Background: an optimization exercise with open tools, aiming at small area, a short achievable clock period and few clock cycles per item. Do not read the settings as production practice. In this exercise RTL edits were held to simulation tests only and were not proved equivalent to the original.

## hsv2rgb_top
module hsv2rgb_top (
	input  logic        clk,
	input  logic        arst_n,
	input  logic        start,
	output logic        busy,
	input  logic [12:0] hue,
	input  logic [6:0]  saturation,
	input  logic [6:0]  brightness,
	output logic        done,
	output logic [7:0]  red,
	output logic [7:0]  green,
	output logic [7:0]  blue,
	output logic        in_range
);
Size in the first run: ~340 flip-flops.
make LEC_CHECK=0 CAP_MARGIN=20 CORE_MARGIN=2 CORE_UTILIZATION=40 SETUP_SLACK_MARGIN=4.3 SLEW_MARGIN=20 finish   # period 7.5 ns
run.sh (not shown) runs the stock make flow with config.mk's settings and CLKGATE_MAP_FILE= SYNTH_SCRIPT=/design/flow/synth_recipe.tcl, a recipe that flattens the netlist after the stock synthesis.
Testbench counts at the start, summed over its fixed seeds: cycles 16,056, items 16,000.
Then changed:
SETUP_SLACK_MARGIN = 4.6   (was 4.3)
After rerunning:
- critical path depth is unchanged
- worst setup slack gains 31 ps
- core utilization is higher by 1.4 points
- worst hold slack is about the same
- die area is unchanged
- routed wire length is higher by 3.9%
- fmax is higher by about 1%
Then changed:
CTS_BUF_LIST = sky130_fd_sc_hd__clkbuf_4 sky130_fd_sc_hd__clkbuf_8   (was default)
Routed wire length rose slightly.
Clock skew stays flat.
Flip-flop and latch count stays the same.
First-iteration DRC count goes down by a few percent.

---

sierra:
Another version of the RTL of hsv2rgb_top (not shown whole).
Size: roughly 57 I/O pins, ~0.019 mm2 of cells after synthesis.
make LEC_CHECK=0 CAP_MARGIN=20 CORE_MARGIN=2 CORE_UTILIZATION=40 CTS_CLUSTER_DIAMETER=100 CTS_CLUSTER_SIZE=25 PLACE_DENSITY=0.75 SETUP_SLACK_MARGIN=4.5 SLEW_MARGIN=20 finish   # period 7.5 ns
Testbench counts of sierra, summed over its fixed seeds: cycles 16,048, items 16,000.
diff inputs: sierra => amber
- swapping 100 for 120 in CTS_CLUSTER_DIAMETER
- clearing PLACE_DENSITY, which used to be 0.75
- swapping 25 for 30 in CTS_CLUSTER_SIZE
Per the final summary, amber finished and its layout is clean on timing, DRC and antenna.
On total non-filler cell area in the finished layout, amber and sierra are basically level.
On post-route worst setup slack, the lower figure sits with amber, not sierra.
Capturing element of the worst setup path: green[1] -> amber, u_core.x6[5] -> sierra
Compared with sierra, amber improves worst hold margin.
Between amber and sierra, it is amber whose met3 demand-to-capacity share in global routing is lower, by 0.16 points.
Inputs modified between amber and zinc:
- clearing CTS_CLUSTER_DIAMETER, which used to be 120
- clearing CTS_CLUSTER_SIZE, which used to be 30
- swapping 4.5 for 4.0 in SETUP_SLACK_MARGIN
--- outcome ---
- Across both runs, non-clock buffer count was lower for zinc than for amber.
- Met1 track demand over resource in global routing: zinc > amber
- Per the comparison of zinc with amber, proportion of layout cells with a drive suffix above 1 down 5.6 points; core area flat.

---

## red
hsv2rgb_top again, from the RTL that the note above started with.
Design hsv2rgb_top, start of the top module:
module hsv2rgb_top (
	input  logic        clk,
	input  logic        arst_n,
	input  logic        start,
	output logic        busy,
	input  logic [12:0] hue,
	input  logic [6:0]  saturation,
	input  logic [6:0]  brightness,
	output logic        done,
	output logic [7:0]  red,
	output logic [7:0]  green,
	output logic [7:0]  blue,
	output logic        in_range
);
	hsv2rgb_pkg::hsv_t px;
	hsv2rgb_pkg::rgb_t pix;
	assign px.hue        = hue;
	assign px.saturation = saturation;
	assign px.brightness = brightness;
	hsv_to_rgb_converter_core #(
		.HUE_FRAC_BITS(4)
	) u_core (
		.clk   (clk),
		.arst_n(arst_n),
		.start (start),
		.busy  (busy),
		.hsv   (px),
		.done  (done),
		.rgb   (pix)
	);
	assign red      = pix.red;
	assign green    = pix.green;
	assign blue     = pix.blue;
	assign in_range = pix.in_range;
endmodule
Settings: LEC_CHECK=0, CAP_MARGIN=20, CORE_MARGIN=2, CORE_UTILIZATION=40, CTS_CLUSTER_DIAMETER=100, CTS_CLUSTER_SIZE=25, PLACE_DENSITY=0.85, SETUP_SLACK_MARGIN=4.5, SLEW_MARGIN=20; clock period 7.5 ns.
Testbench counts of red, summed over its fixed seeds: cycles 16,048, items 16,000.
What blue does differently from red at the input level:
- PLACE_DENSITY removed (was 0.85)
- TNS_END_PERCENT newly set to 5
Findings:
| non-clock buffer contribution to total cell area | blue vs red | ≈ equal |
Reported for red and blue, area fraction in compound gates after synthesis turned out identical to the last digit.
Summary of blue over red: sequential share of layout area ~0 delta; routed wire length lower; worst hold slack now sits higher; number of tap instances stayed essentially flat.
red ended up with more cell instances than blue did.
The core occupancy in the finished layout on red is in line with that on blue.
### blue -> green
- SETUP_SLACK_MARGIN: 4.5 -> 4.3
- TNS_END_PERCENT: 5 -> unset
- CTS_CLUSTER_DIAMETER: 100 -> unset
- CTS_CLUSTER_SIZE: 25 -> unset
--- outcome ---
Diff blue -> green: met2 layer wire length in the routed design saw a decrease; peak clock frequency supported by timing saw a decrease; worst setup slack after layout saw a decrease.
Relative to blue, the worst clock skew of green is lower by 0.0066 ns.
~same sequential cell count in blue and green
diff inputs: green => orange
- SETUP_SLACK_MARGIN changed from 4.3 to 4.5
==> comparison <==
green ended up with dfxtp_4 as its cell at the slowest stage of the critical path; orange ended up with dfxtp_2.
orange leaves more setup margin than green.
Routed wire length in orange vs green: up 740 µm
As far as global-route usage is concerned, orange and green perform about the same.
[compare] base=green new=orange: via count now sits higher, utilization of the core after routing now sits higher, final cell count now sits higher, count of inverters not on the clock network in the layout now sits at about the same level, multi-input logic cell count now sits at about the same level.
Final design area excluding fillers grows slightly when moving from green to orange.
### orange -> purple
- SETUP_SLACK_MARGIN now 4.7, was 4.5
- All of purple and orange finish clean.
- Reported for purple and orange, number of antenna diodes turned out identical to the last digit.
- Sort purple and orange by via count, ascending, and orange comes first.
- Between orange and purple, the number of clock sinks does not differ in any meaningful way.
- Synthesized cell count across purple and orange: no real change.
- Compared with orange, purple shows total of plain and repair buffers excluding clock buffers higher by 45.
- STATUS post-route minimum period: purple wins against orange
- Per the comparison of purple with orange, worst endpoint data arrival time barely changed; design area moved up; smallest setup slack after layout up 0.0047 ns.
- Worst relative slew slack for purple: 4.2 points up relative to orange
- For orange, the slowest cell on the critical path was dfxtp_2, unlike purple, where it was dfxtp_4.
- | final cycle utilization of the critical path | orange vs purple | ≈ equal |

-- afterwards: timing with drivers on the ports --
How much do the figures lean on ideal ports? The routed layouts below were timed once more, with nothing changed but the port constraints. Step 1, drivers: a clkbuf_16 drives clk and a buf_2 each remaining input, both assumed. Step 2, shift: input delay + t, output delay - t, t = (earliest + latest rising clock arrival at the registers) / 2. This alone moves slack from input paths to output paths. Three values: no drivers, after step 1, after step 2; two values: the first two.
run	shift t [ns]	slack for setup (ns)	worst hold slack (ns)	worst setup path at the end
the first run of note 1	0.599	4.338 / 4.282 / 4.369	0.320 / 0.320 / 0.320	register to register
the second run of note 1	0.605	4.370 / 4.317 / 4.484	0.321 / 0.321 / 0.321	register to register
the third run of note 1	0.682	4.321 / 4.271 / 4.428	0.318 / 0.318 / 0.318	register to register
sierra	0.550	4.528 / 4.480 / 4.087	0.329 / 0.329 / 0.329	input to register
amber	0.562	4.518 / 4.464 / 4.077	0.332 / 0.332 / 0.332	input to register
zinc	0.599	4.108 / 4.052 / 3.806	0.325 / 0.325 / 0.325	input to register
red	0.569	4.468 / 4.436 / 4.043	0.319 / 0.319 / 0.319	input to register
blue	0.568	4.400 / 4.363 / 3.867	0.325 / 0.325 / 0.325	input to register
green	0.596	4.374 / 4.319 / 3.812	0.323 / 0.323 / 0.323	input to register
orange	0.601	4.499 / 4.441 / 4.063	0.324 / 0.324 / 0.324	input to register
purple	0.597	4.504 / 4.445 / 4.150	0.319 / 0.319 / 0.319	input to register
After both steps setup and hold are still met in every run listed. The setup slack of green, which loses most, moves by -0.055 ns with the drivers and by -0.562 ns with both steps.
